Context: an optimization exercise on an open-source flow, tuned for small area. The choices shown serve that exercise and are no tape-out recipe. Function was checked by simulation only, so behaviour that the tests miss may differ from the original. Power and IR drop assume default switching activity.

**flow/flow/run.sh**
```bash
#!/bin/bash
# The standard layout with three changes:
# - after the standard synthesis, its combinational logic is mapped again by
#   ABC with an area-oriented script (resyn.sh); every flip-flop of the
#   standard synthesis stays as it is, with its name and cell
# - the port buffers are the smallest buffer (buf_1) instead of the default
# - clock tree synthesis uses clkbuf_8 and adds no dummy loads
# Each tool's output goes to a log file of its own in this folder.
set -euo pipefail
export BUFFER_PORTS_ARGS="-buffer_cell sky130_fd_sc_hd__buf_1"
export CTS_ARGS="-sink_clustering_enable -repair_clock_nets -buf_list sky130_fd_sc_hd__clkbuf_8 -dont_use_dummy_load"
bash standard.sh synth > standard_synth.log 2>&1
bash flow/resyn.sh > resyn.log 2>&1
bash standard.sh > standard.log 2>&1
```
**flow/flow/resyn.sh**
```bash
#!/bin/bash
# Map the standard synthesis's combinational logic again, keeping its
# flip-flops (and their names) untouched. ABC's deepsyn runs from several
# random seeds at once; the smallest netlist is kept.
set -euo pipefail
R=orfs/results/${FLOW_PLATFORM}/breakout_top/base
LIB=${FLOW_HOME}/platforms/sky130hd/lib/sky130_fd_sc_hd__tt_025C_1v80.lib
YOSYS=${FLOW_HOME}/../tools/install/yosys/bin/yosys
[[ -x $YOSYS ]] || YOSYS=yosys
cp $R/1_2_yosys.v std_1_2_yosys.v
for s in 1 2 3 4; do
cat > resyn_$s.ys <<EOS
read_liberty -ignore_miss_func $LIB
read_verilog std_1_2_yosys.v
hierarchy -top ${FLOW_TOP}
setattr -mod -set keep_hierarchy 1 sky130_fd_sc_hd__dfxtp_*
flatten
techmap
opt -purge
abc -liberty $LIB -dont_use sky130_fd_sc_hd__lpflow_bleeder_1 -dont_use sky130_fd_sc_hd__lpflow_clkbufkapwr_1 -dont_use sky130_fd_sc_hd__lpflow_clkbufkapwr_16 -dont_use sky130_fd_sc_hd__lpflow_clkbufkapwr_2 -dont_use sky130_fd_sc_hd__lpflow_clkbufkapwr_4 -dont_use sky130_fd_sc_hd__lpflow_clkbufkapwr_8 -dont_use sky130_fd_sc_hd__lpflow_clkinvkapwr_1 -dont_use sky130_fd_sc_hd__lpflow_clkinvkapwr_16 -dont_use sky130_fd_sc_hd__lpflow_clkinvkapwr_2 -dont_use sky130_fd_sc_hd__lpflow_clkinvkapwr_4 -dont_use sky130_fd_sc_hd__lpflow_clkinvkapwr_8 -dont_use sky130_fd_sc_hd__lpflow_decapkapwr_12 -dont_use sky130_fd_sc_hd__lpflow_decapkapwr_3 -dont_use sky130_fd_sc_hd__lpflow_decapkapwr_4 -dont_use sky130_fd_sc_hd__lpflow_decapkapwr_6 -dont_use sky130_fd_sc_hd__lpflow_decapkapwr_8 -dont_use sky130_fd_sc_hd__lpflow_inputiso0n_1 -dont_use sky130_fd_sc_hd__lpflow_inputiso0p_1 -dont_use sky130_fd_sc_hd__lpflow_inputiso1n_1 -dont_use sky130_fd_sc_hd__lpflow_inputiso1p_1 -dont_use sky130_fd_sc_hd__lpflow_inputisolatch_1 -dont_use sky130_fd_sc_hd__lpflow_isobufsrc_1 -dont_use sky130_fd_sc_hd__lpflow_isobufsrc_16 -dont_use sky130_fd_sc_hd__lpflow_isobufsrc_2 -dont_use sky130_fd_sc_hd__lpflow_isobufsrc_4 -dont_use sky130_fd_sc_hd__lpflow_isobufsrc_8 -dont_use sky130_fd_sc_hd__lpflow_isobufsrckapwr_16 -dont_use sky130_fd_sc_hd__lpflow_lsbuf_lh_hl_isowell_tap_1 -dont_use sky130_fd_sc_hd__lpflow_lsbuf_lh_hl_isowell_tap_2 -dont_use sky130_fd_sc_hd__lpflow_lsbuf_lh_hl_isowell_tap_4 -dont_use sky130_fd_sc_hd__lpflow_lsbuf_lh_isowell_4 -dont_use sky130_fd_sc_hd__lpflow_lsbuf_lh_isowell_tap_1 -dont_use sky130_fd_sc_hd__lpflow_lsbuf_lh_isowell_tap_2 -dont_use sky130_fd_sc_hd__lpflow_lsbuf_lh_isowell_tap_4 -dont_use sky130_fd_sc_hd__probe_p_8 -dont_use sky130_fd_sc_hd__probec_p_8  -script "+strash;&get -n;&deepsyn -T 60 -S $s;&put;amap"
setundef -zero
splitnets
opt_clean -purge
hilomap -singleton -hicell sky130_fd_sc_hd__conb_1 HI -locell sky130_fd_sc_hd__conb_1 LO
insbuf -buf sky130_fd_sc_hd__buf_4 A X
blackbox sky130_fd_sc_hd__*
tee -o resyn_$s.stat stat -liberty $LIB
write_verilog -noattr -nohex -nodec resyn_$s.v
EOS
$YOSYS -s resyn_$s.ys > resyn_yosys_$s.log 2>&1 &
done
wait
best=""
for s in 1 2 3 4; do
  [[ -f resyn_$s.v ]] || continue
  a=$(grep "Chip area" resyn_$s.stat | tail -1 | awk '{print $NF}')
  echo "seed $s area $a"
  if [[ -z "$best" ]] || python3 -c "import sys; sys.exit(0 if $a < $best_a else 1)"; then best=$s; best_a=$a; fi
done
[[ -n "$best" ]] || { echo "no netlist"; exit 1; }
echo "kept seed $best"
if grep -q "lpflow\|probe" resyn_$best.v; then echo "don't-use cell in the netlist"; exit 1; fi
cp resyn_$best.v resyn_1_2_yosys.v
cp resyn_1_2_yosys.v $R/1_2_yosys.v
rm -f $R/1_synth.odb
```
**flow/standard.sh**
```bash
#!/bin/bash
# synth_recipe.tcl (not shown) runs the flow's synth.tcl, then flattens the netlist and writes it again
# the make line also repeats each setting of config.mk as NAME=value (left out here)
make -C /OpenROAD-flow-scripts/flow DESIGN_CONFIG=/design/flow/config.mk WORK_HOME=/design/flow/orfs CLKGATE_MAP_FILE= SYNTH_SCRIPT=/design/flow/synth_recipe.tcl "${@:-finish}"
```
**flow/config.mk**
```make
export PLATFORM = sky130hd
export DESIGN_NAME = breakout_top
export DESIGN_NICKNAME = breakout_top
export VERILOG_FILES = /design/flow/design.v
export SDC_FILE = /design/flow/constraint.sdc
export NUM_CORES = 4
export LEC_CHECK = 0
export CAP_MARGIN = 20
export CORE_MARGIN = 2
export CORE_UTILIZATION = 40
export SLEW_MARGIN = 20
export SYNTH_HIERARCHICAL = 1
export SYNTH_MINIMUM_KEEP_SIZE = 0
```
**flow/constraint.sdc**
```tcl
create_clock -name core_clock -period 40.0 [get_ports {VGA_clk}]
set_input_delay 8.0000 -clock core_clock [delete_from_list [all_inputs] [get_ports {VGA_clk}]]
set_output_delay 8.0000 -clock core_clock [all_outputs]
set_load 0.01 [all_outputs]
```
**flow/design.v**
```verilog
package breakout_pkg;
	typedef enum logic [2:0] {
		CMD_NONE,
		CMD_START,
		CMD_RESTART,
		CMD_LEFT,
		CMD_RIGHT
	} key_cmd_t;
	typedef enum logic [1:0] {
		ST_IDLE,
		ST_PLAY,
		ST_OVER
	} game_state_t;
endpackage
`timescale 1ns/1ps
module inc_bit (
	input logic a,
	input logic ci,
	output logic s,
	output logic co
);
	assign s = a ^ ci;
	assign co = a & ci;
endmodule
`timescale 1ns/1ps
module ud_bit (
	input logic a,
	input logic ci,
	input logic dn,
	output logic s,
	output logic co
);
	assign s = a ^ ci;
	assign co = ci & (a ^ dn);
endmodule
`timescale 1ns/1ps
module add_bit (
	input logic a,
	input logic b,
	input logic ci,
	output logic s,
	output logic co
);
	assign s = a ^ b ^ ci;
	assign co = (a & b) | (ci & (a ^ b));
endmodule
`timescale 1ns/1ps
module breakout_top #(
	parameter int step_period = 2000
) (
	input logic VGA_clk,
	input logic reset,
	input logic [7:0] scan_code,
	input logic key_strobe,
	output logic [10-1:0] VGA_R,
	output logic [10-1:0] VGA_G,
	output logic [10-1:0] VGA_B,
	output logic VGA_hSync,
	output logic VGA_vSync,
	output logic blank_n,
	output logic [1:0] lives,
	output breakout_pkg::game_state_t game_state
);
	localparam int H_TOTAL = 640 + 16 + 96 + 48;  
	localparam int V_TOTAL = 480 + 10 + 2 + 33;  
	localparam int H_SYNC_START = 640 + 16;
	localparam int V_SYNC_START = 480 + 10;
	localparam int X_MIN = 10 + 1;  
	localparam int X_MAX = 640 - 10 - 1 - 80;  
	localparam int X_HOME = (640 / 2) - (80 / 2);  
	localparam int X_LO = 10 + 7;  
	localparam int X_HI = 640 - 10 - 7;  
	localparam int YH_BOTTOM = (480 - 7) / 2;  
	localparam int YH_TOP = (10 + 7) / 2;  
	localparam int YH_PAD = (450 - 7) / 2;  
	localparam int YH_SIDE_LO = 450 / 2;  
	localparam int YH_SIDE_HI = (450 + 10 - 1) / 2;  
	localparam logic [255:0] DISC = 256'h0000000003f807fc0ffe1fff1fff1fff1fff1fff1fff1fff0ffe07fc03f80000;
	logic serve;
	breakout_pkg::game_state_t state;
	localparam logic [1:0] C_NONE = 2'd0;
	localparam logic [1:0] C_RESTART = 2'd1;
	localparam logic [1:0] C_A = 2'd2;
	localparam logic [1:0] C_B = 2'd3;
	logic [1:0] cmd;
	logic [9:0] px;
	logic [9:0] py;
	logic [2:0] pm5;  
	logic x_wrap;
	logic [9:0] px_inc;
	logic [9:0] py_inc;
	logic [10:0] cxv;
	logic [10:0] cyv;
	assign x_wrap = (px == 10'(H_TOTAL - 1));
	assign px_inc[0] = !px[0];
	assign cxv[1] = px[0];
	assign cyv[0] = x_wrap;
	inc_bit u_y0 (.a(py[0]), .ci(cyv[0]), .s(py_inc[0]), .co(cyv[1]));
	for (genvar i = 1; i < 9; i++)
	begin : g_raster
		inc_bit u_x (.a(px[i]), .ci(cxv[i]), .s(px_inc[i]), .co(cxv[i + 1]));
		inc_bit u_y (.a(py[i]), .ci(cyv[i]), .s(py_inc[i]), .co(cyv[i + 1]));
	end
	assign px_inc[9] = px[9] ^ cxv[9];
	assign py_inc[9] = py[9] ^ cyv[9];
	always_ff @(posedge VGA_clk)
	begin
		px <= reset ? 10'(H_TOTAL - 1) : x_wrap ? 10'd0 : px_inc;
		py <= reset ? 10'(V_TOTAL - 1) : (x_wrap && py == 10'(V_TOTAL - 1)) ? 10'd0 : py_inc;
		if (reset)
			pm5 <= 3'b100;
		else if (x_wrap)
			pm5 <= {pm5[1:0], !(pm5[2] || pm5[1])};
	end
	logic step_wrap;  
	logic play;  
	logic [1:0] mv;  
	logic rsd;  
	generate
		if (step_period == 2000)
		begin : g_step_raster
			assign step_wrap = (pm5 == 3'b011 && px == 10'd399) || (pm5 == 3'b100 && px == 10'd799);
		end
		else
		begin : g_step_count
			localparam int CNT_W = $clog2(step_period + 1);
			logic [CNT_W-1:0] step_cnt;  
			assign step_wrap = (step_cnt == CNT_W'(step_period - 1));
			always_ff @(posedge VGA_clk)
			begin
				if (reset)
					step_cnt <= CNT_W'(step_period - 1);
				else
					step_cnt <= step_wrap ? '0 : step_cnt + 1'b1;
			end
		end
	endgenerate
	always_ff @(posedge VGA_clk)
	begin
		play <= !reset && !out;
		rsd <= reset || serve;
		if (!(step_wrap && play))
			mv <= 2'd0;
		else if (cmd == C_A)
			mv <= 2'd2;
		else if (cmd == C_B)
			mv <= 2'd3;
		else
			mv <= 2'd1;
	end
	logic miss;
	logic out;
	logic out_n;
	logic [1:0] lives_n;
	logic serve_n;
	logic idle_n;
	logic play_n;
	logic [1:0] cmd_n;
	always_comb
	begin
		out_n = out;
		lives_n = lives;
		serve_n = 1'b0;
		if (cmd == C_RESTART && !serve)
		begin
			out_n = 1'b1;
			lives_n = 2'(3);
			serve_n = 1'b1;
		end
		else if (out)
		begin
			if (lives[0] && cmd == C_A)
				out_n = 1'b0;
		end
		else if (miss)
		begin
			if (lives != 2'd0)
			begin
				lives_n = lives - 2'd1;
				serve_n = 1'b1;
			end
			else
				out_n = 1'b1;
		end
		idle_n = out_n && lives_n[0];
		play_n = !out_n;
		cmd_n = (out && !out_n) ? C_NONE : cmd;  
		if (key_strobe)
		begin
			case (scan_code)
				8'h5A: cmd_n = idle_n ? C_A : C_NONE;
				8'h66: cmd_n = C_RESTART;
				8'h1C: cmd_n = play_n ? C_A : C_NONE;
				8'h23: cmd_n = play_n ? C_B : C_NONE;
				default: ;
			endcase
		end
	end
	always_ff @(posedge VGA_clk)
	begin
		if (reset)
		begin
			out <= 1'b1;
			lives <= 2'(3);
			serve <= 1'b0;
		end
		else
		begin
			out <= out_n;
			lives <= lives_n;
			serve <= serve_n;
		end
		cmd <= (reset || serve) ? C_NONE : cmd_n;
	end
	assign state = out ? (lives[0] ? breakout_pkg::ST_IDLE : breakout_pkg::ST_OVER) : breakout_pkg::ST_PLAY;
	assign game_state = state;
	logic [9:0] q;
	logic left;
	logic right;
	logic [8:0] q_step;
	logic [9:0] cqv;
	assign left = (mv == 2'd2);
	assign right = (mv == 2'd3);
	assign cqv[0] = left || right;
	for (genvar i = 0; i < 8; i++)
	begin : g_paddle
		ud_bit u_q (.a(q[i + 1]), .ci(cqv[i]), .dn(right), .s(q_step[i]), .co(cqv[i + 1]));
	end
	assign q_step[8] = q[9] ^ cqv[8];
	always_ff @(posedge VGA_clk)
	begin
		if (rsd)
			q <= 10'(1023 - X_HOME);
		else if (left && q > 10'(1023 - X_MIN - 2))
			q <= 10'(1023 - X_MIN);  
		else if (right && q < 10'(1023 - X_MAX + 2))
			q <= 10'(1023 - X_MAX);  
		else
			q <= {q_step, q[0]};
	end
	logic [9:0] bq;
	logic [9:0] yq;
	logic dxp;
	logic dxm;
	logic dyd;
	logic bounced;  
	logic cap_en;
	logic [2:0] cls_now;  
	logic hit_side_wall;
	logic hit_bottom;
	logic hit_top;
	logic hit_pad_top;
	logic hit_pad_side;
	logic take_miss;
	logic step;
	logic move;
	logic ndxp;
	logic ndxm;
	logic ndyd;
	logic [9:0] bq_n;
	logic [9:0] yq_n;
	logic [10:0] cbv;
	logic [10:0] cwv;
	always_comb
	begin
		hit_side_wall = (bq == 10'(6 - X_HI)) || (bq == 10'(6 - X_LO));
		hit_bottom = (yq == 10'(3 - YH_BOTTOM));
		hit_top = (yq == 10'(3 - YH_TOP));
		hit_pad_top = (yq == 10'(3 - YH_PAD)) && cls_now[2];
		hit_pad_side = (yq >= 10'(3 - YH_SIDE_HI)) && (yq <= 10'(3 - YH_SIDE_LO))
			&& !cls_now[2] && cls_now[0];
		take_miss = hit_bottom && !hit_side_wall;
		step = (mv != 2'd0) && !rsd;
		move = step && !take_miss;
		miss = step && take_miss;
		ndxp = dxp;
		ndxm = dxm;
		ndyd = dyd;
		if (hit_side_wall || (!hit_top && !hit_pad_top && hit_pad_side))
		begin
			ndxp = dxm;
			ndxm = dxp;
		end
		else if (hit_top)
			ndyd = !dyd;
		else if (hit_pad_top)
		begin
			ndyd = !dyd;
			case (cls_now[1:0])
				2'd0: if (!dxp) ndxm = 1'b1;  
				2'd1: begin ndxp = 1'b0; ndxm = 1'b0; end  
				2'd2: if (!dxm) ndxp = 1'b1;  
				default: ;
			endcase
		end
	end
	assign cbv[0] = move && (dxp || dxm);
	assign cwv[0] = move;
	for (genvar i = 0; i < 9; i++)
	begin : g_ball
		ud_bit u_b (.a(bq[i]), .ci(cbv[i]), .dn(dxp), .s(bq_n[i]), .co(cbv[i + 1]));
		ud_bit u_y (.a(yq[i]), .ci(cwv[i]), .dn(dyd), .s(yq_n[i]), .co(cwv[i + 1]));
	end
	assign bq_n[9] = bq[9] ^ cbv[9];
	assign yq_n[9] = yq[9] ^ cwv[9];
	always_ff @(posedge VGA_clk)
	begin
		if (rsd)
		begin
			bq <= 10'(6 - 640 / 2);
			yq <= 10'(3 - YH_PAD);
			dxp <= 1'b0;
			dxm <= 1'b0;
			dyd <= 1'b0;
			bounced <= 1'b1;
		end
		else
		begin
			bq <= bq_n;
			yq <= yq_n;
			if (move)
				bounced <= 1'b0;
			else if (cap_en && !bounced)
			begin
				dxp <= ndxp;
				dxm <= ndxm;
				dyd <= ndyd;
				bounced <= 1'b1;
			end
		end
	end
	logic [10:0] tx;  
	logic [10:0] ty;  
	logic [10:0] tp;  
	logic vis;
	logic is_border;
	logic is_ball;
	logic is_paddle;
	logic on_top;
	logic [11:0] ctx;
	logic [11:0] cty;
	logic [11:0] ctp;
	logic [10:0] td;  
	generate
		if (step_period == 2000)
		begin : g_cap_raster
			assign cap_en = (tx == 11'd6);
			assign td = tp;
		end
		else
		begin : g_cap_direct
			logic [9:0] bx;
			assign bx = 10'(6) - bq;
			assign cap_en = 1'b1;
			assign td = {1'b0, bx} + {1'b1, q};
		end
	endgenerate
	assign tx[0] = px[0] ^ bq[0];
	assign ctx[1] = px[0] & bq[0];
	assign tp[0] = px[0] ^ q[0];
	assign ctp[1] = px[0] & q[0];
	assign ty[0] = py[0];
	assign ty[1] = py[1] ^ yq[0];
	assign cty[2] = py[1] & yq[0];
	for (genvar i = 1; i < 10; i++)
	begin : g_render
		add_bit u_tx (.a(px[i]), .b(bq[i]), .ci(ctx[i]), .s(tx[i]), .co(ctx[i + 1]));
		add_bit u_tp (.a(px[i]), .b(q[i]), .ci(ctp[i]), .s(tp[i]), .co(ctp[i + 1]));
		if (i > 1)
		begin : g_y
			add_bit u_ty (.a(py[i]), .b(yq[i - 1]), .ci(cty[i]), .s(ty[i]), .co(cty[i + 1]));
		end
	end
	assign tx[10] = !ctx[10];
	assign tp[10] = !ctp[10];
	assign ty[10] = yq[9] ^ cty[10];
	always_comb
	begin
		vis = (px < 640) && (py < 480);
		is_border = (px <= 10) || (px >= 640 - 10) || (py <= 10);
		is_ball = (tx[10:4] == 7'd0) && (ty[10:4] == 7'd0) && DISC[{ty[3:0], tx[3:0]}];
		is_paddle = (tp <= 11'(80 - 2))
			&& (py >= 450) && (py <= 450 + 10);
		on_top = (td == 11'h7ff) || (td <= 11'(80 - 1));
		cls_now[2] = on_top;
		if (on_top)
		begin
			if (td < 11'((3 * 80) / 8 - 1) || td == 11'h7ff)
				cls_now[1:0] = 2'd0;
			else if (td < 11'((5 * 80) / 8 - 1))
				cls_now[1:0] = 2'd1;
			else if (td < 11'(80 - 1))
				cls_now[1:0] = 2'd2;
			else
				cls_now[1:0] = 2'd3;
		end
		else
			cls_now[1:0] = {1'b0, (td == 11'(-7 - 1)) || (td == 11'(80 + 7 - 1))};
	end
	assign VGA_R = {10{is_border && vis}};
	assign VGA_G = {10{is_ball && vis}};
	assign VGA_B = {10{is_paddle && vis}};
	assign VGA_hSync = !((px >= H_SYNC_START) && (px < H_SYNC_START + 96));
	assign VGA_vSync = !((py >= V_SYNC_START) && (py < V_SYNC_START + 2));
	assign blank_n = vis;
endmodule
```
==> results of run 1 <==
[path summary, 6_finish.rpt]
check	end	slack, ns	cells past startpoint
max reg2reg	dxm$_SDFFE_PP0P_	35.44	25
min reg2reg	px[0]$_SDFF_PP1_	0.45	1
max	VGA_B[9]	27.31	22
min	px[0]$_SDFF_PP1_	0.45	1
[per-layer routing]
layer  vias up  routed length [µm]  global-route usage [%]
li1       2298                   -                       -
met1      2031                5250                    26.2
met2       138                5370                    33.8
met3        29                 746                    4.24
met4         0                 396                    9.25
met5         -                   0                       0
[flip-flops by register name (all words and copies together), names as in the netlist, 2 cells and up]
name	count
bq	10
px	10
py	10
q	10
yq	10
pm5	3
cmd	2
lives	2
mv	2
[layout make-up]
cell class	instances	area, µm²	area share, %
clock buffers	9	124	2.72
inverters	94	353	7.75
multi-input cells	438	2380	52.3
flip-flops and latches	67	1340	29.4
well taps	136	170	3.74
repair buffers	48	184	4.04
[layout by cell type, fill, tap and decap left out, drive strengths merged, types with 3 or more instances in the layout]
cell    count
o211ai      3
buf        48
o31ai       5
a221oi      3
or4         5
o311ai      3
o21ai      63
clkinv     94
a31oi      14
o32ai       5
a22oi      12
o221ai      8
o21a       11
nand2      58
a211oi     10
a21oi      26
nor3       35
o22ai      14
or3         5
dfxtp      67
nor2      102
nand4       3
o211a       4
nor4        7
nand3       8
clkbuf      9
or2         4
[power by group through the flow]
stage                     combinational [mW]  clock [mW]  sequential [mW]
after floorplan                       0.0240           0           0.0739
after global placement                0.0312           0           0.0748
after detailed placement              0.0319           0           0.0750
after CTS                             0.0321      0.0454           0.0735
after global routing                  0.0369      0.0481           0.0741
final                                 0.0328      0.0439           0.0737
[stage by stage]
step,instance area [µm²],hold slack [ns]
after global placement,4430,0.429
after detailed placement,4430,0.436
after floorplan,4290,0.408
after global routing,4560,0.484
after CTS,4550,0.454
final,4560,0.453
==> run summary, run 1 <==
Status
The flow ran to the end and the layout has no timing, DRC or antenna violations.

Final layout
The non-filler instance count after layout is 792. The number of antenna diodes in the final layout is 0. Cells with a size suffix above 1 make up 1.68% of the layout. The net count reported at finish is 669. After filler insertion, the fill cell instance count of the layout stands at 1115. Measured on the finished design, the core utilization comes to 43.9%.

The signed area change from the synthesized netlist to the final layout is 6.21%.

Floorplan
The overall die height is 108 µm. Measured along the x axis, the die boundary spans 108 µm. The floorplan step defined a die boundary enclosing 11600 µm². The area of the core is 10400 µm². The number of top-level pins is 48. In this run the core area contains 37 standard-cell rows. The initial core utilization is 41.4%.

Synthesis
The cell area that synthesis handed to floorplanning was 4290 µm². The net count after synthesis is 639. During synthesis, Yosys emitted a total of 7 warnings. The mean area per synthesized cell is 6.83 µm². The number of instances in the synthesized netlist is 628.

Clock network
After clock tree synthesis, the setup repair step added 0 buffers. The tree built by TritonCTS fans out to 67 sinks. The number of gates resized after CTS is 0.

In this run the deepest clock path goes through 2 buffers. The buffer cell driving the clock tree root is sky130_fd_sc_hd__clkbuf_8. The clock latency on the worst-skew pair is 0.35 ns. In this run, CTS created clock tree buffers numbering 9. Buffers inserted to repair hold after CTS numbered 0. The CTS tree is done. The clock-pin slew on the worst setup and hold paths is 0.06 ns. The H-tree was split into 3 levels.

Place
Prior to clock tree synthesis, the placed netlist has a worst setup slack of 27.70 ns. Counting tap cells, the placed design contains a total of 783 instances. The estimated wirelength of the detail-placed design is 9110 µm.

The global placer's final weighted congestion is 0.938. The number of port buffers is 47.

Power
Registers are responsible for 49.0% of the overall power. The total internal power is 0.101 mW. Of the total power, the share spent switching nets is 32.6%. The reported net switching power is 0.0491 mW. The share of total power dissipated in combinational logic is 21.8%. The maximum ir drop on the vdd rail is 0.0000174 V. The power per standard cell area is 33.0 nW/µm². The completed layout was analyzed and its total power is 0.150 mW. Summed over all cells, the static leakage comes to 1.56 nW. The clock network accounts for 29.2% of the total power.

Routing
The vias per cell is 5.68. After detailed routing, the average wire length per cell comes to 14.8 µm. The number of nets with antenna violations after detailed routing is 0.

Wires add up to 11800 µm. The count of routing violations after the opening detailed-route iteration is 226. The post-detailed-route DRC marker count is 0. The number of iterations in the first detailed-routing pass is 5.

The overall via count from detail_route is 4496.

Timing
Setup repair after global routing left no endpoint under its margin. In the final timing run, aggregate negative setup slack is 0 ns. At the pin with the least slew margin, the transition time is 0.816 ns.

Across the routed clock network, the largest skew measured is 0.0248 ns. In this run the tightest slew margin relative to its limit is 45.2%. Once routing completed, OpenROAD measured the worst setup slack at 27.31 ns.

The count of endpoints failing hold in the final timing report is 0. The final setup violation count is 0. The final critical delay including setup and external delays is 12.69 ns. Derived from the worst setup path, the maximum achievable clock frequency is 78.8 MHz. The number of pins exceeding their max-slew limit in the final report is 0. Of the available clock period, the critical path in the final layout requires 31.7%.

Critical path
The number of buffers and inverters on the critical path is 3. The cell seen most often among critical-path stages is sky130_fd_sc_hd__o21ai_0. The critical path in this run is classified as flip-flop to primary output. The data required time at the worst endpoint is 32.00 ns. The critical path's largest stage delay is 0.65 ns. Data arrives at the worst endpoint at 4.69 ns.

The category of cells accounting for the largest share of critical-path delay is compound AO/OA/AOI/OAI gates. STA classifies the critical path endpoint as a primary output. Walking the worst path, the cells encountered are clkinv_1, nor2_1, clkinv_1, o21ai_0, o31ai_1, or2_0, o21a_1, nand2_1, o21a_1, nand2_1, o21ai_0, nand2_1, o21ai_0, nand2_1, o21ai_0, o21ai_0, o32ai_1, o221ai_1, nor2_1, o21ai_0, nor3_1, buf_1. On the critical path, the stage with the largest delay is an instance of sky130_fd_sc_hd__nor3_1. The most critical setup path has its startpoint at q[1]$_SDFF_PP1_. The worst register-to-register path begins at q[1]$_SDFF_PP1_. The launching element type of the critical path is a flip-flop. The largest fanout on the critical path is 10.

Worst hold path
The worst hold path belongs to the class flip-flop to flip-flop. The hold path startpoint is px[0]$_SDFF_PP1_.

Global route
The number of antenna violations at the first check in global routing is 0. Entering global routing, the biggest net connects 22 pins. The global-route wire length before repair is 19000 µm. The overall fraction of global-route tracks in use is 20.7%. The number of global-route vias before repair was 4114. The remaining global-route overflow is 0.

Job
Across the run, the number of max-cap violations was 0.
==> inputs of run 2 (changes only) <==
--- a/flow/design.v
+++ b/flow/design.v
@@ -76,5 +76,5 @@
 	localparam int YH_SIDE_LO = 450 / 2;  
 	localparam int YH_SIDE_HI = (450 + 10 - 1) / 2;  
-	localparam logic [255:0] DISC = 256'h0000000003f807fc0ffe1fff1fff1fff1fff1fff1fff1fff0ffe07fc03f80000;
+	localparam logic [255:0] DISC = 256'h0fe01ff03ff87ffc7ffc7ffc7ffc7ffc7ffc7ffc3ff81ff00fe0000000000000;
 	logic serve;
 	breakout_pkg::game_state_t state;
@@ -264,9 +264,9 @@
 	always_comb
 	begin
-		hit_side_wall = (bq == 10'(6 - X_HI)) || (bq == 10'(6 - X_LO));
-		hit_bottom = (yq == 10'(3 - YH_BOTTOM));
-		hit_top = (yq == 10'(3 - YH_TOP));
-		hit_pad_top = (yq == 10'(3 - YH_PAD)) && cls_now[2];
-		hit_pad_side = (yq >= 10'(3 - YH_SIDE_HI)) && (yq <= 10'(3 - YH_SIDE_LO))
+		hit_side_wall = (bq == 10'(8 - X_HI)) || (bq == 10'(8 - X_LO));
+		hit_bottom = (yq == 10'(4 - YH_BOTTOM));
+		hit_top = (yq == 10'(4 - YH_TOP));
+		hit_pad_top = (yq == 10'(4 - YH_PAD)) && cls_now[2];
+		hit_pad_side = (yq >= 10'(4 - YH_SIDE_HI)) && (yq <= 10'(4 - YH_SIDE_LO))
 			&& !cls_now[2] && cls_now[0];
 		take_miss = hit_bottom && !hit_side_wall;
@@ -308,6 +308,6 @@
 		if (rsd)
 		begin
-			bq <= 10'(6 - 640 / 2);
-			yq <= 10'(3 - YH_PAD);
+			bq <= 10'(8 - 640 / 2);
+			yq <= 10'(4 - YH_PAD);
 			dxp <= 1'b0;
 			dxm <= 1'b0;
@@ -345,5 +345,5 @@
 		if (step_period == 2000)
 		begin : g_cap_raster
-			assign cap_en = (tx == 11'd6);
+			assign cap_en = (tx == 11'd8);
 			assign td = tp;
 		end
@@ -351,5 +351,5 @@
 		begin : g_cap_direct
 			logic [9:0] bx;
-			assign bx = 10'(6) - bq;
+			assign bx = 10'(8) - bq;
 			assign cap_en = 1'b1;
 			assign td = {1'b0, bx} + {1'b1, q};
--- a/flow/flow/run.sh
+++ b/flow/flow/run.sh
@@ -9,5 +9,5 @@
 set -euo pipefail
 export BUFFER_PORTS_ARGS="-buffer_cell sky130_fd_sc_hd__buf_1"
-export CTS_ARGS="-sink_clustering_enable -repair_clock_nets -buf_list sky130_fd_sc_hd__clkbuf_8 -dont_use_dummy_load"
+export CTS_ARGS="-sink_clustering_enable -repair_clock_nets -buf_list sky130_fd_sc_hd__clkbuf_8 -sink_buffer_max_cap_derate 0.6 -dont_use_dummy_load"
 bash standard.sh synth > standard_synth.log 2>&1
 bash flow/resyn.sh > resyn.log 2>&1
==> run summary, run 2 <==
Place
The post-placement setup slack is 28.51 ns. The estimated wirelength of the detail-placed design is 8910 µm. The number of placed instances, taps included is 786. After detailed placement, the total cell area comes to 4380 µm². The global placer's final weighted congestion is 0.928. The number of port buffers is 47.

Timing
The transition time at the pin with the least slew margin is 0.876 ns. Hold is met by 0.472 ns. Setup repair after global routing left no endpoint under its margin.

The final setup violation count is 0. The count of endpoints failing hold in the final timing report is 0. The final worst slack is 28.15 ns. The fmax is 84.4 MHz.

For the final database, setup skew stands at 0.0204 ns. The number of pins exceeding their max-slew limit in the final report is 0. After layout, the worst path uses 29.6% of the clock period. Setup total negative slack on the finished layout was measured at 0 ns.

Subtracting the final worst setup slack from the clock period gives 11.85 ns. The worst relative slew slack is 41.1%.

Clock network
Clock-pin slew was measured on the worst setup and hold paths at 0.06 ns. The count of buffers added by post-CTS timing repair for setup is 0. The root buffer cell chosen for the clock tree is sky130_fd_sc_hd__clkbuf_8. The number of hold buffers added after cts is 0. The number of gates resized after CTS is 0. The count of H-tree levels built during CTS is 3. The CTS tree is done. The clock passes through at most 2 buffers.

Counting every sink on the clock net gives 67. The number of buffers created by CTS is 9. The clock latency on the worst-skew pair is 0.36 ns.

Floorplan
The area of the die is 11400 µm². The initial core utilization is 41.0%. The die is 107 µm tall.

The number of placement rows is 37. The number of top-level pins is 48. The die extent in x is 107 µm. The core region is 10300 µm².

Final layout
The signed area change from the synthesized netlist to the final layout is 6.47%. The share of final-layout standard cells stronger than drive strength 1 is 1.82%. The number of inserted diodes is 0. The number of filler cells placed in the layout is 1103. After the last flow step, the layout net total stands at 672.

Leaving out fill and tap cells, the most frequent cells in the layout are 110 x sky130_fd_sc_hd__nor2_1, 97 x sky130_fd_sc_hd__clkinv_1, 71 x sky130_fd_sc_hd__o21ai_0, 67 x sky130_fd_sc_hd__dfxtp_1, 47 x sky130_fd_sc_hd__buf_1. The post-layout utilization of the core is 43.7%. For this run, the number of standard cells in the final layout without fillers is 795. The design area is 4510 µm². The most frequent standard cell in the layout excluding fill and tap cells is sky130_fd_sc_hd__nor2_1.

Critical path
The timing endpoint of the critical path is VGA_B[2]. The startpoint of the lowest-slack register-to-register path is px[0]$_SDFF_PP1_. The most critical setup path has its startpoint at px[0]$_SDFF_PP1_. The worst-case register-to-register setup slack is 35.93 ns. The worst register-to-register path ends at dxp$_SDFFE_PP0P_.

The data required time at the worst endpoint is 32.00 ns. The critical path is of the flip-flop to primary output type. The path depth of the worst reg2reg path is 17. The worst setup path is launched from a flip-flop. In this run the worst path has a maximum fanout of 10. The data arrival time of the critical path is 3.85 ns. The critical path endpoint category is a primary output.

Status
The flow ran to the end and the layout has no timing, DRC or antenna violations.

Synthesis
A synthesized cell averages 6.72 µm². The net count after synthesis is 641. For this run, the number of Yosys warnings is 7. The synthesized netlist occupies a cell area of 4230 µm². The number of instances in the synthesized netlist is 630.

Routing
After detailed routing, the average wire length per cell comes to 14.5 µm. For this block, wires on met1 add up to 5670 µm. The wire length on met2 is 5060 µm. The number of iterations in the first detailed-routing pass is 5.

The count of routing violations after the opening detailed-route iteration is 229. The overall via count from detail_route is 4449. After detailed routing, the number of vias per cell comes to 5.60. The routed length on met3 is 571 µm. The count of nets left with antenna violations once routing finished came out at 0.

The post-detailed-route DRC marker count is 0. The highest signal layer in the routed design is met4. The post-detailed-routing wire length is 11500 µm.

Global route
The overall fraction of global-route tracks in use is 21.3%. The largest net degree at the start of global routing is 20. The number of global-route vias before repair is 4045. The global-route wire length before repair is 19400 µm.

The number of antenna violations at the first check in global routing came to 0. The remaining global-route overflow is 0.

Power
For this design the static power due to leakage is 1.45 nW. The worst-case IR drop observed on VDD is 0.0000121 V. The completed layout was analyzed and its total power is 0.148 mW.

The power per standard cell area is 32.7 nW/µm².

Worst hold path
The path class of the lowest-slack min-delay path is flip-flop to flip-flop.

Job
The reported max-cap violation count is 0.
==> run 2: worst max-delay path: stages, from the launching register on <==
cell and delay (ns):
sky130_fd_sc_hd__dfxtp_1 0.42, sky130_fd_sc_hd__clkinv_1 0.19, sky130_fd_sc_hd__nor3_1 0.30, sky130_fd_sc_hd__o22ai_1 0.14, sky130_fd_sc_hd__o21a_1 0.13, sky130_fd_sc_hd__nand2_1 0.07
sky130_fd_sc_hd__o21ai_0 0.10, sky130_fd_sc_hd__nand2_1 0.09, sky130_fd_sc_hd__o21ai_0 0.09, sky130_fd_sc_hd__nand2_1 0.09, sky130_fd_sc_hd__o21ai_0 0.09, sky130_fd_sc_hd__nand2_1 0.10
sky130_fd_sc_hd__o21ai_0 0.14, sky130_fd_sc_hd__a311oi_1 0.44, sky130_fd_sc_hd__o21ai_0 0.20, sky130_fd_sc_hd__nor3_1 0.70, sky130_fd_sc_hd__buf_1 0.22
==> run 2: power by group <==
group / switching [mW] / internal (mW)
sequential: 0.00383 / 0.0692
combinational: 0.0198 / 0.00995
clock: 0.0247 / 0.0201
==> run 2: worst min-delay path by stage <==
stage	from	end	slack, ns	cells past startpoint
finish	px[0]$_SDFF_PP1_	px[0]$_SDFF_PP1_	0.47	1
CTS	px[0]$_SDFF_PP1_	px[0]$_SDFF_PP1_	0.47	1
floorplan	px[0]$_SDFF_PP1_	px[0]$_SDFF_PP1_	0.42	1
global route	px[0]$_SDFF_PP1_	px[0]$_SDFF_PP1_	0.50	1
global placement	px[0]$_SDFF_PP1_	px[0]$_SDFF_PP1_	0.44	1
detailed placement	out$_SDFF_PP1_	play$_DFF_P_	0.46	1
==> run 2: layer usage <==
layer	track usage, %	vias to the layer above
li1	-	2291
met1	29.7	2008
met2	32.3	134
met3	4.26	16
met4	8.44	0
met5	0	-
==> run 2: final cells by class <==
type | instances | area, µm² | area share, %
clock buffers | 9 | 124 | 2.75
multi-input cells | 437 | 2320 | 51.4
inverters | 97 | 364 | 8.08
flip-flops and latches | 67 | 1340 | 29.8
repair buffers | 49 | 191 | 4.25
well taps | 136 | 170 | 3.77
==> inputs of run 3 (changes only) <==
--- a/flow/flow/run.sh
+++ b/flow/flow/run.sh
@@ -9,5 +9,5 @@
 set -euo pipefail
 export BUFFER_PORTS_ARGS="-buffer_cell sky130_fd_sc_hd__buf_1"
-export CTS_ARGS="-sink_clustering_enable -repair_clock_nets -buf_list sky130_fd_sc_hd__clkbuf_8 -sink_buffer_max_cap_derate 0.6 -dont_use_dummy_load"
+export CTS_ARGS="-sink_clustering_enable -repair_clock_nets -buf_list sky130_fd_sc_hd__clkbuf_8 -dont_use_dummy_load"
 bash standard.sh synth > standard_synth.log 2>&1
 bash flow/resyn.sh > resyn.log 2>&1
==> run summary, run 3 <==
Status
The run finished with no timing, DRC or antenna violations.

Global route
Global routing consumed, on the met2 layer, 32.3% of the routing resources. For this run, global-route usage on met1 was measured as 29.7%. The number of global-route vias before repair was 4045. In this run the most used layer during global routing was met2. The met3 capacity usage during global routing is 4.26%. The global-route wire length before repair is 19400 µm.

The largest net degree at the start of global routing is 20. The number of antenna violations at the first check in global routing came to 0. The overall fraction of global-route tracks in use is 21.3%. The remaining global-route overflow is 0.

Job
Max-cap violations in this run came to 0.

Critical path
Data on the critical path is required at its endpoint by 32.00 ns. The critical path endpoint category is a primary output. The cell seen most often among critical-path stages is sky130_fd_sc_hd__o21ai_0. The critical path depth in cells is 16.

The critical path's largest stage delay is 0.70 ns. By startpoint and endpoint, the worst setup path is classified as flip-flop to primary output. The critical-path cell with the highest stage delay is sky130_fd_sc_hd__nor3_1. The endpoint identified for the worst register-to-register timing path is dxp$_SDFFE_PP0P_. The startpoint of the lowest-slack register-to-register path is px[0]$_SDFF_PP1_.

Traced cell by cell, the critical path runs through clkinv_1, nor3_1, o22ai_1, o21a_1, nand2_1, o21ai_0, nand2_1, o21ai_0, nand2_1, o21ai_0, nand2_1, o21ai_0, a311oi_1, o21ai_0, nor3_1, buf_1. The largest fanout on the critical path is 10. The launching element type of the critical path is a flip-flop. Among cell families on the critical path, the largest total delay comes from simple AND/OR/NAND/NOR gates. For the worst setup path, the data arrival time is 3.85 ns.

The path depth of the worst reg2reg path is 17. The critical path contains buffers and inverters numbering 2 combined. The worst-case register-to-register setup slack is 35.93 ns.

Clock network
Clock-pin slew was measured on the worst setup and hold paths at 0.06 ns. Buffers inserted during clock tree synthesis total 9. The number of hold buffers added after cts is 0.

The buffer cell driving the clock tree root is sky130_fd_sc_hd__clkbuf_8. Once the clock tree was built, the resizer swapped 0 gates to a different size. The number of clock sinks is 67. The clock tree synthesis step divided the H-tree into 3 levels. Clock latency on the worst-skew pair, taken at its later pin, is 0.36 ns. The deepest clock path buffer count is 2. The CTS tree is done. Post-CTS timing repair inserted 0 buffers for setup.

Synthesis
In this run the cell area of the synthesized design comes to 4230 µm². The mean area per synthesized cell is 6.72 µm². When the netlist entered floorplanning its net count stood at 641. The Yosys warning count is 7. After technology mapping, the gate count stands at 630.

Floorplan
The area of the die is 11400 µm². The area of the core is 10300 µm². The overall die height is 107 µm. Measured along the x axis, the die boundary spans 107 µm. The number of placement rows is 37. The initial core utilization is 41.0%. The number of top-level pins is 48.

Power
Power spread over the standard cell area amounts to 32.7 nW/µm². The leakage power of the design is 1.45 nW. The maximum ir drop on the vdd rail is 0.0000121 V.

Routing
The vias per cell is 5.60. After detailed routing, the average wire length per cell comes to 14.5 µm. The routed design has 11500 µm of wire. The count of routing violations after the opening detailed-route iteration is 229.

Once detail routing completed, the nets flagged for antenna violations numbered 0. The number of iterations in the first detailed-routing pass is 5. The post-detailed-route DRC marker count is 0. The final route contains 4449 vias.

Timing
The final clock skew is 0.0204 ns. For the pin with the worst max-slew slack, the measured transition is 0.876 ns. The final critical delay including setup and external delays is 11.85 ns. The number of pins exceeding their max-slew limit in the final report is 0.

Setup violations remaining at the end of the flow were counted as 0. Setup repair after global routing left no endpoint under its margin. Summed over all failing endpoints, the final setup total negative slack is 0 ns. The final critical path takes up 29.6% of the cycle. The count of endpoints failing hold in the final timing report came to 0. The worst relative slew slack is 41.1%.

Timing would allow up to 84.4 MHz.

Final layout
The library cell used most frequently in the layout, excluding fill and tap cells, is sky130_fd_sc_hd__nor2_1. The number of filler cells placed in the layout is 1103. The area of the multi-input gates is 2320 µm². The number of inserted diodes is 0. Summing all flip-flop and latch instances after layout gives 1340 µm². In the layout the commonest cells are 110 x sky130_fd_sc_hd__nor2_1, 97 x sky130_fd_sc_hd__clkinv_1, 71 x sky130_fd_sc_hd__o21ai_0, 67 x sky130_fd_sc_hd__dfxtp_1, 47 x sky130_fd_sc_hd__buf_1. The post-route netlist has 1.82% of its cells at a drive strength greater than 1. The net count reported at finish is 672. Relative to the synthesized area, the layout overhead comes to 6.47%. The post-layout utilization of the core is 43.7%.

Place
In this run the tool buffered the top-level ports with 47 buffer cells. The estimated wirelength of the detail-placed design is 8910 µm. The global placer's final weighted congestion is 0.928.

Worst hold path
Counting instances, the worst hold path has a depth of 1. In this run the most critical hold path is launched from px[0]$_SDFF_PP1_. The worst-case hold path end point is px[0]$_SDFF_PP1_.

The path class of the lowest-slack min-delay path is flip-flop to flip-flop.
-- run 3: cell counts in the layout (fill, tap and decap cells not counted) --
Identical to the previous run, type by type.
-- run 3: through the flow --
step           cells  hold WS (ns)  power, mW  area, µm²  setup WS (ns)
4_1_cts          795         0.474      0.147       4500          28.12
3_3_place_gp     786         0.437      0.103       4380          28.67
2_1_floorplan    630         0.421     0.0954       4230          28.88
6_report         795         0.472      0.148       4510          28.15
5_1_grt          795         0.502      0.156       4510          27.56
3_5_place_dp     786         0.459      0.103       4380          28.51
-- run 3: how the worst max path moves through the flow --
stage,start,end,slack [ns]
finish,px[0]$_SDFF_PP1_,VGA_B[2],28.15
global route,px[0]$_SDFF_PP1_,VGA_B[2],27.56
CTS,px[0]$_SDFF_PP1_,VGA_B[6],28.12
detailed placement,px[0]$_SDFF_PP1_,VGA_B[6],28.51
global placement,px[0]$_SDFF_PP1_,VGA_B[1],28.67
floorplan,px[0]$_SDFF_PP1_,VGA_B[1],28.88
-- run 3: final cells by class --
cell class                 count  share of cell area (%)
multi-input combinational    437                    51.4
sequential                    67                    29.8
inverter                      97                    8.08
timing repair buffer          49                    4.25
tap                          136                    3.77
clock buffer                   9                    2.75
-- run 3: power by group --
| group | switching, mW | leakage, nW | total [mW] | internal, mW |
|---|---|---|---|---|
| Sequential | 0.00383 | 0.544 | 0.0730 | 0.0692 |
| Combinational | 0.0198 | 0.840 | 0.0297 | 0.00995 |
| Clock | 0.0247 | 0.0647 | 0.0448 | 0.0201 |
-- run 3: worst register-to-register path: cells and delay by family, from the launching register on --
kind,cells,cell delay [ns]
compound gates,9,1.84
buf+inv,2,0.35
flops,1,0.42
simple gates,6,1.36
-- run 3: metal layers --
metal | wire length (µm) | vias to the layer above | share of wire [%]
met5 | 0 | - | 0
met4 | 218 | 0 | 1.9
met3 | 571 | 16 | 5.0
met2 | 5060 | 134 | 44
met1 | 5670 | 2008 | 49
li1 | - | 2291 | -
==> inputs of run 4 (changes only) <==
--- a/flow/flow/run.sh
+++ b/flow/flow/run.sh
@@ -9,5 +9,5 @@
 set -euo pipefail
 export BUFFER_PORTS_ARGS="-buffer_cell sky130_fd_sc_hd__buf_1"
-export CTS_ARGS="-sink_clustering_enable -repair_clock_nets -buf_list sky130_fd_sc_hd__clkbuf_8 -dont_use_dummy_load"
+export CTS_ARGS="-sink_clustering_enable -repair_clock_nets -buf_list sky130_fd_sc_hd__clkbuf_8 -sink_clustering_size 30 -sink_clustering_max_diameter 300 -sink_buffer_max_cap_derate 1.0 -dont_use_dummy_load"
 bash standard.sh synth > standard_synth.log 2>&1
 bash flow/resyn.sh > resyn.log 2>&1
==> run summary, run 4 <==
Global route
The overall fraction of global-route tracks in use is 21.3%. Entering global routing, the biggest net connects 20 pins. Global routing finished with a remaining overflow of 0. The global-route wire length before repair is 19400 µm. The number of antenna violations at the first check in global routing is 0. The number of global-route vias before repair is 4045.

Timing
The final critical delay including setup and external delays is 11.85 ns. After routing, the total negative slack on setup checks comes to 0 ns. Setup repair after global routing left no endpoint under its margin. The count of endpoints failing hold in the final timing report is 0. Across the routed clock network, the largest skew measured is 0.0204 ns.

The number of pins exceeding their max-slew limit in the final report was 0. The ratio of final minimum period to clock period is 29.6%. The fmax is 84.4 MHz.

The worst hold slack across all endpoints is 0.472 ns. The worst relative slew slack is 41.1%. The transition time at the pin with the least slew margin is 0.876 ns. The final setup violation count is 0.

Critical path
In this run the critical register-to-register path is launched from px[0]$_SDFF_PP1_. The data arrival time of the critical path is 3.85 ns. The critical path's largest stage delay is 0.70 ns. The data required time at the worst endpoint is 32.00 ns. Among all stages on the critical path, the largest delay is contributed by sky130_fd_sc_hd__nor3_1. Counting cells, the worst reg-to-reg path comes to 17.

The worst setup path is of the flip-flop to primary output kind. The cell seen most often among critical-path stages is sky130_fd_sc_hd__o21ai_0. The signal on the critical path passes through clkinv_1, nor3_1, o22ai_1, o21a_1, nand2_1, o21ai_0, nand2_1, o21ai_0, nand2_1, o21ai_0, nand2_1, o21ai_0, a311oi_1, o21ai_0, nor3_1, buf_1. The endpoint identified for the worst register-to-register timing path is dxp$_SDFFE_PP0P_. The worst setup path is launched from a flip-flop. Across all register-to-register paths, the minimum setup slack is 35.93 ns.

STA classifies the critical path endpoint as a primary output. The largest fanout on the critical path is 10.

Final layout
The repair_antennas step left the layout with diodes totalling 0. The library cell used most frequently in the layout, excluding fill and tap cells, is sky130_fd_sc_hd__nor2_1. The library cells used most frequently in the layout, excluding fill and tap cells, are 110 x sky130_fd_sc_hd__nor2_1, 97 x sky130_fd_sc_hd__clkinv_1, 71 x sky130_fd_sc_hd__o21ai_0, 67 x sky130_fd_sc_hd__dfxtp_1, 47 x sky130_fd_sc_hd__buf_1. Of the cells placed in the final design, the portion with a size suffix greater than 1 is 1.82%.

Counting the fill cells in the layout gives 1103. Compared with the post-synthesis result, the final layout area differs by 6.47%. For this run, the post-layout net count is 672.

Worst hold path
The hold path startpoint is px[0]$_SDFF_PP1_. The worst-case hold path end point is px[0]$_SDFF_PP1_. The path class of the tightest hold or removal check is flip-flop to flip-flop.

The cell depth of the worst hold path is 1.

Synthesis
The Yosys warning count is 7. After synthesis the cells add up to 4230 µm². Synthesis handed over a netlist of 630 instances.

The average instance in the mapped netlist occupies 6.72 µm². When the netlist entered floorplanning its net count stood at 641.

Power
The power per standard cell area is 32.7 nW/µm². The maximum ir drop on the vdd rail is 0.0000121 V. For this design the static power due to leakage is 1.45 nW.

Clock network
Clock latency on the worst-skew pair, taken at its later pin, is 0.36 ns. The cell sitting at the root of the clock tree is a sky130_fd_sc_hd__clkbuf_8. TritonCTS built the clock tree. Clock tree synthesis inserted a total of 9 buffers.

The number of hold buffers added after cts is 0. The number of gates resized after CTS is 0. The longest clock path from root to sink contains 2 buffers. The count of H-tree levels built during CTS is 3. The number of clock sinks is 67. The count of buffers added by post-CTS timing repair for setup is 0. The clock-pin slew on the worst setup and hold paths is 0.06 ns.

Floorplan
Once the floorplan was initialized, standard cells occupied 41.0% of the core. The die extent in x is 107 µm. The floorplan has 37 rows. The floorplan step set the die height to 107 µm. For this design the top-level I/O count stands at 48. The die covers 11400 µm².

After floorplanning, the core was sized to cover 10300 µm².

Job
The reported max-cap violation count is 0.

Place
The estimated wirelength of the detail-placed design is 8910 µm. The global placer's final weighted congestion is 0.928. The number of port buffers is 47.

Routing
The vias per cell is 5.60. The number of iterations in the first detailed-routing pass is 5. After the first detailed-routing iteration, the DRC count stood at 229. The detail-routed net length per standard cell is 14.5 µm. The final layout contains routed wiring with a total length of 11500 µm.

Summing over every cut layer, the via total after detailed routing is 4449. The post-detailed-route DRC marker count is 0. The detail route stage leaves a number of antenna-violating nets equal to 0.

Status
The run finished with no timing, DRC or antenna violations.
[run 4: how the worst max path moves through the flow]
stage	from	to	cells past startpoint
floorplan	px[0]$_SDFF_PP1_	VGA_B[1]	16
global placement	px[0]$_SDFF_PP1_	VGA_B[1]	16
detailed placement	px[0]$_SDFF_PP1_	VGA_B[6]	16
CTS	px[0]$_SDFF_PP1_	VGA_B[6]	16
global route	px[0]$_SDFF_PP1_	VGA_B[2]	16
finish	px[0]$_SDFF_PP1_	VGA_B[2]	16
[run 4: critical path, delay by kind of cell, from the launching register on]
| family | cells | cell delay [ns] |
|---|---|---|
| compound gates | 8 | 1.33 |
| buf+inv | 2 | 0.41 |
| flops | 1 | 0.42 |
| simple gates | 6 | 1.35 |
[run 4: cell type report]
| class | count | area (µm²) | share of cell area, % |
|---|---|---|---|
| Timing Repair Buffer | 49 | 191 | 4.25 |
| Tap cell | 136 | 170 | 3.77 |
| Multi-Input combinational cell | 437 | 2320 | 51.4 |
| Inverter | 97 | 364 | 8.08 |
| Clock buffer | 9 | 124 | 2.75 |
| Sequential cell | 67 | 1340 | 29.8 |
[run 4: stage by stage]
step	std cells	total power, mW	utilization [%]	setup slack (ns)	instance area (µm²)
after global routing	795	0.156	43.7	27.56	4510
after detailed placement	786	0.103	42.4	28.51	4380
final	795	0.148	43.7	28.15	4510
after global placement	786	0.103	42.4	28.67	4380
after floorplan	630	0.0954	-	28.88	4230
after CTS	795	0.147	43.6	28.12	4500
[run 4: per-layer routing]
layer / vias up / routed length, µm / global-route usage, %
met5: - / 0 / 0
met4: 0 / 218 / 8.44
met3: 16 / 571 / 4.26
met2: 134 / 5060 / 32.3
met1: 2008 / 5670 / 29.7
li1: 2291 / - / -
[run 4: power by group]
group          total (mW)  switching (mW)  internal [mW]  leakage (nW)
Combinational      0.0297          0.0198        0.00995         0.840
Sequential         0.0730         0.00383         0.0692         0.544
Clock              0.0448          0.0247         0.0201        0.0647
Total               0.148          0.0483         0.0992          1.45

[afterwards: timing with drivers on the ports]
How much do the figures lean on ideal ports? The routed layouts below were timed once more, with nothing changed but the port constraints. Step 1 (the two cells are an assumption about what drives the block):
set clk [get_ports {VGA_clk}]
set_driving_cell -lib_cell sky130_fd_sc_hd__clkbuf_16 $clk
set_driving_cell -lib_cell sky130_fd_sc_hd__buf_2 [delete_from_list [all_inputs] $clk]
Step 2 times the ports against the registers' clock, not the clock port: input delays grow and output delays shrink by t, the midpoint of the rising clock arrivals with the driver on. Slacks: ideal ports / drivers / drivers and shift; pairs: ideal ports / drivers.
run	shift t [ns]	slack for setup (ns)	worst hold slack (ns)	slew at the worst register clock pin (ns)
run 1	0.372	27.313 / 27.280 / 27.653	0.453 / 0.453 / 0.453	0.09 / 0.09
run 2	0.382	28.153 / 28.119 / 28.501	0.472 / 0.472 / 0.472	0.08 / 0.08
run 3	0.382	28.153 / 28.119 / 28.501	0.472 / 0.472 / 0.472	0.08 / 0.08
run 4	0.382	28.153 / 28.119 / 28.501	0.472 / 0.472 / 0.472	0.08 / 0.08
After both steps setup and hold are still met in every run listed.
